Background: an optimization exercise with open tools, aiming at a short achievable clock period and few clock cycles per item. Do not read the settings as production practice.
In this exercise RTL edits were held to simulation tests only and were not proved equivalent to the original.
Power figures rest on the tool's default switching activity, not on a simulated workload.

--- flow/config.mk ---
export PLATFORM = sky130hd
export DESIGN_NAME = cache_top
export DESIGN_NICKNAME = cache_top
export VERILOG_FILES = /design/flow/design.v
export SDC_FILE = /design/flow/constraint.sdc
export NUM_CORES = 8
export LEC_CHECK = 0
export CAP_MARGIN = 20
export CORE_MARGIN = 2
export CORE_UTILIZATION = 40
export SLEW_MARGIN = 20
--- flow/constraint.sdc ---
create_clock -name core_clock -period 6.0 [get_ports {clk}]
set_input_delay 1.2000 -clock core_clock [delete_from_list [all_inputs] [get_ports {clk}]]
set_output_delay 1.2000 -clock core_clock [all_outputs]
set_load 0.01 [all_outputs]
--- flow/design.v ---
`default_nettype none
package cache_pkg;
  localparam int WORD_SEL_BITS = $clog2(4);
  localparam int BEAT_IDX_BITS = $clog2(4);
  localparam int SET_IDX_BITS  = $clog2(8);
  localparam int TAG_BITS      = 30 - SET_IDX_BITS - BEAT_IDX_BITS - WORD_SEL_BITS;
  typedef logic [32-1:0]                     word_t;
  typedef logic [128-1:0]                     beat_t;
  typedef logic [30-1:0]                word_addr_t;
  typedef logic [30-WORD_SEL_BITS-1:0]  beat_addr_t;
  typedef logic [WORD_SEL_BITS-1:0]                  word_sel_t;
  typedef logic [BEAT_IDX_BITS-1:0]                  beat_idx_t;
  typedef logic [SET_IDX_BITS-1:0]                   set_idx_t;
  typedef logic [TAG_BITS-1:0]                       tag_t;
  typedef logic [SET_IDX_BITS+BEAT_IDX_BITS-1:0]     lane_idx_t;   
  typedef enum logic [2:0] {
    IDLE,
    LOOKUP,       
    READ,
    RESPOND,
    EVICT,
    FETCH_REQ,
    FETCH_WAIT
  } ctrl_state_t;
  function automatic logic [WORD_SEL_BITS-1:0] word_sel_of(input logic [30-1:0] addr);
    word_sel_of = addr[WORD_SEL_BITS-1:0];
  endfunction
  function automatic logic [BEAT_IDX_BITS-1:0] beat_of(input logic [30-1:0] addr);
    beat_of = addr[WORD_SEL_BITS +: BEAT_IDX_BITS];
  endfunction
  function automatic logic [SET_IDX_BITS-1:0] set_of(input logic [30-1:0] addr);
    set_of = addr[WORD_SEL_BITS+BEAT_IDX_BITS +: SET_IDX_BITS];
  endfunction
  function automatic logic [TAG_BITS-1:0] tag_of(input logic [30-1:0] addr);
    tag_of = addr[30-1 -: TAG_BITS];
  endfunction
endpackage
`default_nettype wire
`timescale 1ns/100ps
`default_nettype none
module cache_ram #(
  parameter int  WIDTH   = 1,
  parameter int  DEPTH   = 8
) (
  input  wire logic                     clk,
  input  wire logic                     en,
  input  wire logic                     we,
  input  wire logic [$clog2(DEPTH)-1:0] addr,
  input  wire logic [WIDTH-1:0]         wdata,
  output logic [WIDTH-1:0]              rdata
);
  logic [WIDTH-1:0] mem [DEPTH];
  always_ff @(posedge clk) begin
    if (en) begin
      if (we) begin
        mem[addr] <= wdata;
      end else begin
        rdata <= mem[addr];
      end
    end
  end
endmodule
`default_nettype wire
`timescale 1ns/100ps
`default_nettype none
module lookup_decode (
  input  wire logic                  clk,
  input  wire logic                  reset,
  input  wire logic                  cpu_req_valid,
  input  wire logic                  cpu_req_ready,
  input  wire cache_pkg::word_addr_t cpu_req_addr,
  input  wire cache_pkg::word_t      cpu_req_data,
  input  wire logic                  cpu_req_write,
  input  wire logic                  set_valid,
  input  wire logic                  set_dirty,
  input  wire logic                  fill_done,
  output cache_pkg::word_addr_t      req_addr,
  output cache_pkg::word_t           req_data,
  output logic                       req_write,
  output logic                       hit,
  output logic                       evict_needed,
  output cache_pkg::tag_t            victim_tag,
  output logic                       decision_valid
);
  logic                  accept;
  logic                  tag_match;
  cache_pkg::word_addr_t addr_q;
  assign accept = cpu_req_valid & cpu_req_ready;
  always_ff @(posedge clk) begin
    if (accept) begin
      addr_q    <= cpu_req_addr;
      req_data  <= cpu_req_data;
      req_write <= cpu_req_write;
    end
  end
  always_ff @(posedge clk) begin
    if (reset) begin
      decision_valid <= 1'b0;
    end else begin
      decision_valid <= accept;   
    end
  end
  assign req_addr = cpu_req_ready ? cpu_req_addr : addr_q;
  cache_ram #(
    .WIDTH   (cache_pkg::TAG_BITS),
    .DEPTH   (8)
  ) u_tag_ram (
    .clk   (clk),
    .en    (accept | fill_done),
    .we    (fill_done),
    .addr  (cache_pkg::set_of(req_addr)),
    .wdata (cache_pkg::tag_of(req_addr)),
    .rdata (victim_tag)   
  );
  assign tag_match = victim_tag == cache_pkg::tag_of(addr_q);
  assign hit          = set_valid & tag_match;
  assign evict_needed = set_valid & set_dirty & ~tag_match;
endmodule
`default_nettype wire
`timescale 1ns/100ps
`default_nettype none
module cache_ctrl (
  input  wire logic                  clk,
  input  wire logic                  reset,
  output logic                       cpu_req_ready,
  output logic                       cpu_resp_valid,
  output cache_pkg::word_t           cpu_resp_data,
  input  wire cache_pkg::word_addr_t req_addr,
  input  wire cache_pkg::word_t      req_data,
  input  wire logic                  req_write,
  input  wire logic                  hit,
  input  wire logic                  evict_needed,
  input  wire cache_pkg::tag_t       victim_tag,
  input  wire logic                  decision_valid,
  output logic                       set_valid,
  output logic                       set_dirty,
  output logic                       fill_done,
  output logic [4-1:0] lane_en,
  output logic [4-1:0] lane_we,
  output cache_pkg::lane_idx_t       lane_addr,
  output cache_pkg::beat_t           lane_wdata,
  input  wire cache_pkg::beat_t      lane_rdata,
  output logic                       mem_req_valid,
  input  wire logic                  mem_req_ready,
  output cache_pkg::beat_addr_t      mem_req_addr,
  output logic                       mem_req_rw,
  output logic                       mem_req_data_valid,
  input  wire logic                  mem_req_data_ready,
  output cache_pkg::beat_t           mem_req_data_bits,
  input  wire logic                  mem_resp_valid,
  input  wire cache_pkg::beat_t      mem_resp_data
);
  cache_pkg::ctrl_state_t     state;
  cache_pkg::ctrl_state_t     state_next;
  cache_pkg::beat_idx_t       beat_cnt;
  cache_pkg::beat_idx_t       beat_next;
  cache_pkg::set_idx_t        req_set;
  cache_pkg::word_sel_t       word_sel;
  cache_pkg::tag_t            line_tag;
  cache_pkg::word_t           sel_word;
  logic [8-1:0]     valid_q;
  logic [8-1:0]     dirty_q;
  logic [4-1:0] word_lane;
  logic                       last_beat;
  logic                       req_pend;
  logic                       data_pend;
  logic                       beat_done;
  logic                       issue_req;
  logic                       issue_data;
  logic                       mark_dirty;
  assign req_set   = cache_pkg::set_of(req_addr);
  assign word_sel  = cache_pkg::word_sel_of(req_addr);
  assign word_lane = 4'(1) << word_sel;   
  assign sel_word  = lane_rdata[word_sel*32 +: 32];
  assign beat_next = beat_cnt + 1'b1;
  assign last_beat = beat_cnt == cache_pkg::beat_idx_t'(4 - 1);
  assign set_valid = valid_q[req_set];
  assign set_dirty = dirty_q[req_set];
  assign cpu_req_ready  = (state == cache_pkg::IDLE) & ~decision_valid;
  assign cpu_resp_valid = state == cache_pkg::RESPOND;
  assign req_pend  = mem_req_valid & ~mem_req_ready;
  assign data_pend = mem_req_data_valid & ~mem_req_data_ready;
  assign beat_done = ~req_pend & ~data_pend;
  assign mem_req_rw        = state == cache_pkg::EVICT;
  assign line_tag          = mem_req_rw ? victim_tag : cache_pkg::tag_of(req_addr);
  assign mem_req_addr      = {line_tag, req_set, beat_cnt};
  assign mem_req_data_bits = lane_rdata;   
  always_comb begin
    state_next = state;
    lane_en    = '0;
    lane_we    = '0;
    lane_addr  = {req_set, cache_pkg::beat_of(req_addr)};
    lane_wdata = {4{req_data}};
    issue_req  = 1'b0;
    issue_data = 1'b0;
    mark_dirty = 1'b0;
    fill_done  = 1'b0;
    case (state)
      cache_pkg::IDLE: begin
        if (!decision_valid) begin
          lane_en = '1;   
        end else if (hit) begin
          if (req_write) begin
            lane_en    = word_lane;
            lane_we    = word_lane;
            mark_dirty = 1'b1;
          end
          state_next = cache_pkg::RESPOND;
        end else if (evict_needed) begin
          lane_en    = '1;
          lane_addr  = {req_set, cache_pkg::beat_idx_t'(0)};
          issue_req  = 1'b1;
          issue_data = 1'b1;
          state_next = cache_pkg::EVICT;
        end else begin
          issue_req  = 1'b1;
          state_next = cache_pkg::FETCH_REQ;
        end
      end
      cache_pkg::LOOKUP: begin
        if (req_write) begin
          lane_en    = word_lane;
          lane_we    = word_lane;
          mark_dirty = 1'b1;
          state_next = cache_pkg::RESPOND;
        end else begin
          lane_en    = '1;
          state_next = cache_pkg::READ;
        end
      end
      cache_pkg::READ: begin
        state_next = cache_pkg::RESPOND;
      end
      cache_pkg::RESPOND: begin
        state_next = cache_pkg::IDLE;
      end
      cache_pkg::EVICT: begin
        if (beat_done) begin
          issue_req = 1'b1;   
          if (last_beat) begin
            state_next = cache_pkg::FETCH_REQ;
          end else begin
            lane_en    = '1;
            lane_addr  = {req_set, beat_next};
            issue_data = 1'b1;
          end
        end
      end
      cache_pkg::FETCH_REQ: begin
        if (mem_req_ready) begin
          state_next = cache_pkg::FETCH_WAIT;
        end
      end
      cache_pkg::FETCH_WAIT: begin
        if (mem_resp_valid) begin
          lane_en    = '1;
          lane_we    = '1;
          lane_addr  = {req_set, beat_cnt};
          lane_wdata = mem_resp_data;
          if (last_beat) begin
            fill_done  = 1'b1;
            state_next = cache_pkg::LOOKUP;
          end else begin
            issue_req  = 1'b1;
            state_next = cache_pkg::FETCH_REQ;
          end
        end
      end
      default: begin
        state_next = cache_pkg::IDLE;
      end
    endcase
  end
  always_ff @(posedge clk) begin
    if (reset) begin
      state              <= cache_pkg::IDLE;
      beat_cnt           <= '0;
      valid_q            <= '0;
      dirty_q            <= '0;
      mem_req_valid      <= 1'b0;
      mem_req_data_valid <= 1'b0;
    end else begin
      state              <= state_next;
      mem_req_valid      <= issue_req | req_pend;
      mem_req_data_valid <= issue_data | data_pend;
      if ((state == cache_pkg::EVICT && beat_done) ||
          (state == cache_pkg::FETCH_WAIT && mem_resp_valid)) begin
        beat_cnt <= beat_next;
      end
      if (fill_done) begin
        valid_q[req_set] <= 1'b1;
        dirty_q[req_set] <= 1'b0;   
      end else if (mark_dirty) begin
        dirty_q[req_set] <= 1'b1;
      end
    end
  end
  always_ff @(posedge clk) begin
    if (state_next == cache_pkg::RESPOND) begin
      cpu_resp_data <= sel_word;
    end
  end
endmodule
`default_nettype wire
`timescale 1ns/100ps
`default_nettype none
module cache_top (
  input  wire logic                  clk,
  input  wire logic                  reset,
  input  wire logic                  cpu_req_valid,
  output logic                       cpu_req_ready,
  input  wire cache_pkg::word_addr_t cpu_req_addr,
  input  wire cache_pkg::word_t      cpu_req_data,
  input  wire logic                  cpu_req_write,
  output logic                       cpu_resp_valid,
  output cache_pkg::word_t           cpu_resp_data,
  output logic                       mem_req_valid,
  input  wire logic                  mem_req_ready,
  output cache_pkg::beat_addr_t      mem_req_addr,
  output logic                       mem_req_rw,
  output logic                       mem_req_data_valid,
  input  wire logic                  mem_req_data_ready,
  output cache_pkg::beat_t           mem_req_data_bits,
  input  wire logic                  mem_resp_valid,
  input  wire cache_pkg::beat_t      mem_resp_data
);
  cache_pkg::word_addr_t req_addr;
  cache_pkg::word_t      req_data;
  logic                  req_write;
  logic                  hit;
  logic                  evict_needed;
  cache_pkg::tag_t       victim_tag;
  logic                  decision_valid;
  logic set_valid;
  logic set_dirty;
  logic fill_done;
  logic [4-1:0] lane_en;
  logic [4-1:0] lane_we;
  cache_pkg::lane_idx_t       lane_addr;
  cache_pkg::beat_t           lane_wdata;
  wire cache_pkg::beat_t      lane_rdata;   
  lookup_decode u_lookup_decode (
    .clk            (clk),
    .reset          (reset),
    .cpu_req_valid  (cpu_req_valid),
    .cpu_req_ready  (cpu_req_ready),
    .cpu_req_addr   (cpu_req_addr),
    .cpu_req_data   (cpu_req_data),
    .cpu_req_write  (cpu_req_write),
    .set_valid      (set_valid),
    .set_dirty      (set_dirty),
    .fill_done      (fill_done),
    .req_addr       (req_addr),
    .req_data       (req_data),
    .req_write      (req_write),
    .hit            (hit),
    .evict_needed   (evict_needed),
    .victim_tag     (victim_tag),
    .decision_valid (decision_valid)
  );
  cache_ctrl u_cache_ctrl (
    .clk                (clk),
    .reset              (reset),
    .cpu_req_ready      (cpu_req_ready),
    .cpu_resp_valid     (cpu_resp_valid),
    .cpu_resp_data      (cpu_resp_data),
    .req_addr           (req_addr),
    .req_data           (req_data),
    .req_write          (req_write),
    .hit                (hit),
    .evict_needed       (evict_needed),
    .victim_tag         (victim_tag),
    .decision_valid     (decision_valid),
    .set_valid          (set_valid),
    .set_dirty          (set_dirty),
    .fill_done          (fill_done),
    .lane_en            (lane_en),
    .lane_we            (lane_we),
    .lane_addr          (lane_addr),
    .lane_wdata         (lane_wdata),
    .lane_rdata         (lane_rdata),
    .mem_req_valid      (mem_req_valid),
    .mem_req_ready      (mem_req_ready),
    .mem_req_addr       (mem_req_addr),
    .mem_req_rw         (mem_req_rw),
    .mem_req_data_valid (mem_req_data_valid),
    .mem_req_data_ready (mem_req_data_ready),
    .mem_req_data_bits  (mem_req_data_bits),
    .mem_resp_valid     (mem_resp_valid),
    .mem_resp_data      (mem_resp_data)
  );
  for (genvar i = 0; i < 4; i++) begin : g_lane
    cache_ram #(
      .WIDTH   (32),
      .DEPTH   (8 * 4)
    ) u_lane_ram (
      .clk   (clk),
      .en    (lane_en[i]),
      .we    (lane_we[i]),
      .addr  (lane_addr),
      .wdata (lane_wdata[i*32 +: 32]),
      .rdata (lane_rdata[i*32 +: 32])
    );
  end
endmodule
`default_nettype wire
--- flow/run.sh ---
#!/bin/bash
# synth_recipe.tcl (not shown) runs the flow's synth.tcl, then flattens the netlist and writes it again
# the make line also repeats each setting of config.mk as NAME=value (left out here)
make -C /OpenROAD-flow-scripts/flow DESIGN_CONFIG=/design/flow/config.mk WORK_HOME=/design/flow/orfs CLKGATE_MAP_FILE= SYNTH_SCRIPT=/design/flow/synth_recipe.tcl finish
==> notes.md <==
per-stage QoR:
stage | total power, mW | cells | hold slack [ns] | area (um2) | TNS (ns)
after floorplan | 60.8 | 11500 | 0.444 | 180000 | -140.97
after global placement | 87.5 | 18200 | 0.483 | 203000 | -1.20
after detailed placement | 88.1 | 18200 | 0.489 | 203000 | -0.458
after CTS | 117 | 19000 | 0.506 | 218000 | 0
after global routing | 120 | 19100 | 0.543 | 218000 | 0
final | 119 | 19100 | 0.502 | 218000 | 0
layout by cell type, fill, tap and decap left out, drive strengths merged, types with 208 or more instances in the layout:
master            n
nand4           208
nor2            428
buf            1241
a22o            264
a22oi          1344
clkdlybuf4s50   389
a221oi          243
a32oi           247
a21oi           327
nand2          1122
clkinv          213
clkbuf          565
o22ai           255
edfxtp         4526
cell families (layout without fill, tap and decap cells):
| kind of cell | count (synthesis) | count (layout) | share of synthesized area, % |
|---|---|---|---|
| AOI/OAI and AO/OA | 3646 | 3646 | 15.6 |
| DFF | 4550 | 4550 | 75.9 |
| other | 0 | 96 | 0 |
| buffers and inverters | 896 | 2496 | 2.15 |
| muxes | 60 | 60 | 0.357 |
| and+or+nand+nor | 2293 | 2293 | 5.81 |
| adders and majority gates | 2 | 2 | 0.0139 |
| xor gates and xnor gates | 26 | 26 | 0.127 |
power groups by stage:
| stage | Clock [mW] | Combinational [mW] | Sequential, mW |
|---|---|---|---|
| finish | 29.3 | 47.7 | 41.9 |
| floorplan | 0 | 20.4 | 40.5 |
| detailed placement | 0 | 45.7 | 42.4 |
| global route | 30.5 | 48.1 | 41.8 |
| global placement | 0 | 45.1 | 42.4 |
| CTS | 29.3 | 45.8 | 41.8 |
routing by layer:
metal	vias up	share of wire, %	GRT usage (%)
li1	50500	-	-
met4	64	8.5	25.1
met2	11700	42	52.5
met5	-	0.072	0
met3	2554	14	12.1
met1	67600	35	46.1
registers in the layout, indices dropped and copies added (netlist names), 3 cells and up, named ones only:
| name | flops |
|---|---|
| u_lookup_decode.addr_q | 30 |
| u_lookup_decode.u_tag_ram.rdata | 23 |
| u_cache_ctrl.cpu_resp_data | 32 |
| u_cache_ctrl.state | 3 |
| u_lookup_decode.req_data | 32 |
| u_cache_ctrl.valid_q | 8 |
| g_lane.u_lane_ram.mem | 4096 |
| u_lookup_decode.u_tag_ram.mem | 184 |
| g_lane.u_lane_ram.rdata | 128 |
layout make-up:
type | instances | share of cell area, %
Inverter | 10 | 0.0172
Timing Repair Buffer | 1630 | 8.10
Clock buffer | 565 | 5.55
Clock inverter | 291 | 1.38
Antenna cell | 96 | 0.110
Tap cell | 5952 | 3.41
Sequential cell | 4550 | 62.5
Multi-Input combinational cell | 6027 | 18.9
worst max path at each step:
| stage | end | slack [ns] | cells after the start |
|---|---|---|---|
| after global placement | g_lane[0].u_lane_ram.rdata[0] | -0.81 | 14 |
| after CTS | g_lane[2].u_lane_ram.rdata[2] | 0.48 | 16 |
| final | g_lane[2].u_lane_ram.rdata[2] | 0.37 | 14 |
| after global routing | g_lane[2].u_lane_ram.rdata[2] | 0.36 | 14 |
| after floorplan | g_lane[2].u_lane_ram.mem[4][0] | -0.55 | 11 |
| after detailed placement | g_lane[2].u_lane_ram.rdata[2] | -0.20 | 15 |
worst max-delay path: stages (launching register included):
cell and delay, ns:
dfxtp_1 0.42, or4_2 0.64, inv_2 0.30, buf_4 0.34, o21ai_1 0.23, a31o_2 0.42
nor4_4 0.50, nor3_4 0.14, nand2_4 0.46, buf_12 0.27, buf_4 0.32, a21oi_1 0.08
a2111oi_0 0.67, nand4_1 0.31, buf_12 0.22
==> results.cfg <==
[floorplanning]
ioPinCount = 390
rows = 246
initial_utilization_pct = 40.1
die_y_um = 674
die_w_um = 674
core_um2 = 448000
die_area_um2 = 454000

[worst_hold_path]
hp-class = flip-flop to flip-flop
worstHoldStart = u_cache_ctrl.valid_q[5]
min_to = u_cache_ctrl.valid_q[5]
min_delay_path_depth = 2

[clock_tree]
ctsResizeCount = 0
cts_tree = done
ctsHtreeMaxLevel = 5
cts.reportedPaths.clkPinSlew_ns = 0.06
cts_setup_buffers = 0
cts-buffers-inserted = 469
postCtsHoldBufs = 0
clock_path_buffers = 4
insertion_delay_ns = 1.07
clkSinkCount = 4550
cts_root_buffer = clkbuf_16

[global_routing]
grt_overflow = 0
globalRouteTotalUtil_pct = 36.3
grt_max_degree = 136
grt_pass1_wl_mm = 1120
antenna_found_initial = 101
grt_pass1_vias = 123000

[yosys]
syn_inst = 11500
synth_top_cell_by_area = edfxtp_1
synth.area.top_cells = edfxtp_1 (76%), a22oi_1 (5.6%), nand2_1 (2.3%)
synth_edf_count = 4526
yosysWarnings = 4
ys_seq_area_share_pct = 75.9
synth-async-reset-ratio_pct = 0
yosys.cell_types.count = 92
synth_top_area_share_pct = 75.7
ys.flop_type = edfxtp_1
synth_area_um2 = 180000
synth_most_common_cell = edfxtp_1
ys_ff_latch = 4550
ys_top_cells_by_count = edfxtp_1 (4526), a22oi_1 (1344), nand2_1 (1122)
mappedNetlistNets = 11700
syn_area_per_cell_um2 = 15.7

[timing]
setup_ws_ns = 0.370
tightest_slew_ns = 1.40
fin_worst_skew_ns = 0.0871
post-route-min-period_ns = 5.63
setup_viol = 0
finalCritPeriodShare_pct = 93.8
drv_slew = 0
maxSlewHeadroom_pct = 6.98
rsz0062_at_grt = no
fmax_ghz = 0.178
hold_viol_final = 0

[placed_design]
portBuffers = 389
hpwl_mm = 560
gp_congestion = 0.996
dp_slack_ns = -0.196

[routing]
drc_errors = 0
dr.first_iter.drc_count = 25600
drtPass1Iterations = 19
wl_mm = 848
ant_nets = 0
vias = 132000
routedWlPerCell_um = 44.4
vias_per_cell = 6.93

[critical_path]
worstPathArrival_ns = 6.43
r2r_setup_slack_ns = 0.37
end_kind = flip-flop
cp-startpoint = u_lookup_decode.decision_valid
cp_max_fo = 15
timing.rr.end = g_lane[2].u_lane_ram.rdata[2]
cp_data_required_time_ns = 6.80
critPathKind = flip-flop to flip-flop
r2r-start = u_lookup_decode.decision_valid
reg2reg_depth = 14
start_kind = flip-flop

[cells_and_area]
fill_cells = 37700
layout-area-overhead-vs-synth_pct = 21.5
nNetsFinal = 12900
ff_latch_area_um2 = 136000
utilization_pct = 48.7
drive_above_1_share_pct = 16.7
multiInputGateArea_um2 = 41300

[power]
p_int_mw = 70.1
p_seq_share_pct = 35.3
ir_worst_vdd_mv = 0.636
p_clk_share_pct = 24.6
pwr-share-comb_pct = 40.1
switching_share_pct = 41.1
p_switching_mw = 48.8
power.leakage_nw = 68.4
p_per_area_nw_per_um2 = 545

[outcome]
status = timing/DRC/antenna clean

[flow_run]
maxCapViolCount = 0
Testbench counts, summed over its fixed seeds: cycles 107,940, ops 12,000.

-- separate check: timing with driven ports --
In the flow no input, the clock included, has a driving cell. The finished layout below was timed again as built, in two steps. Step 1 assumes that a clkbuf_16 drives the clock port and a buf_2 every other input. Step 2 also shifts input and output timing later by t, the mid clock arrival at the registers, as if the neighbouring blocks saw the same clock. Three values: no drivers, after step 1, after step 2; two values: the first two.
shift t [ns]: 1.159
setup slack, ns: 0.370 / 0.370 / -0.411
worst data-port slew with drivers (ns): 0.34
With both steps, setup timing fails in this run, where it was met with ideal ports. The setup slack of this run moves by 0.000 ns with the drivers and by -0.781 ns with both steps.
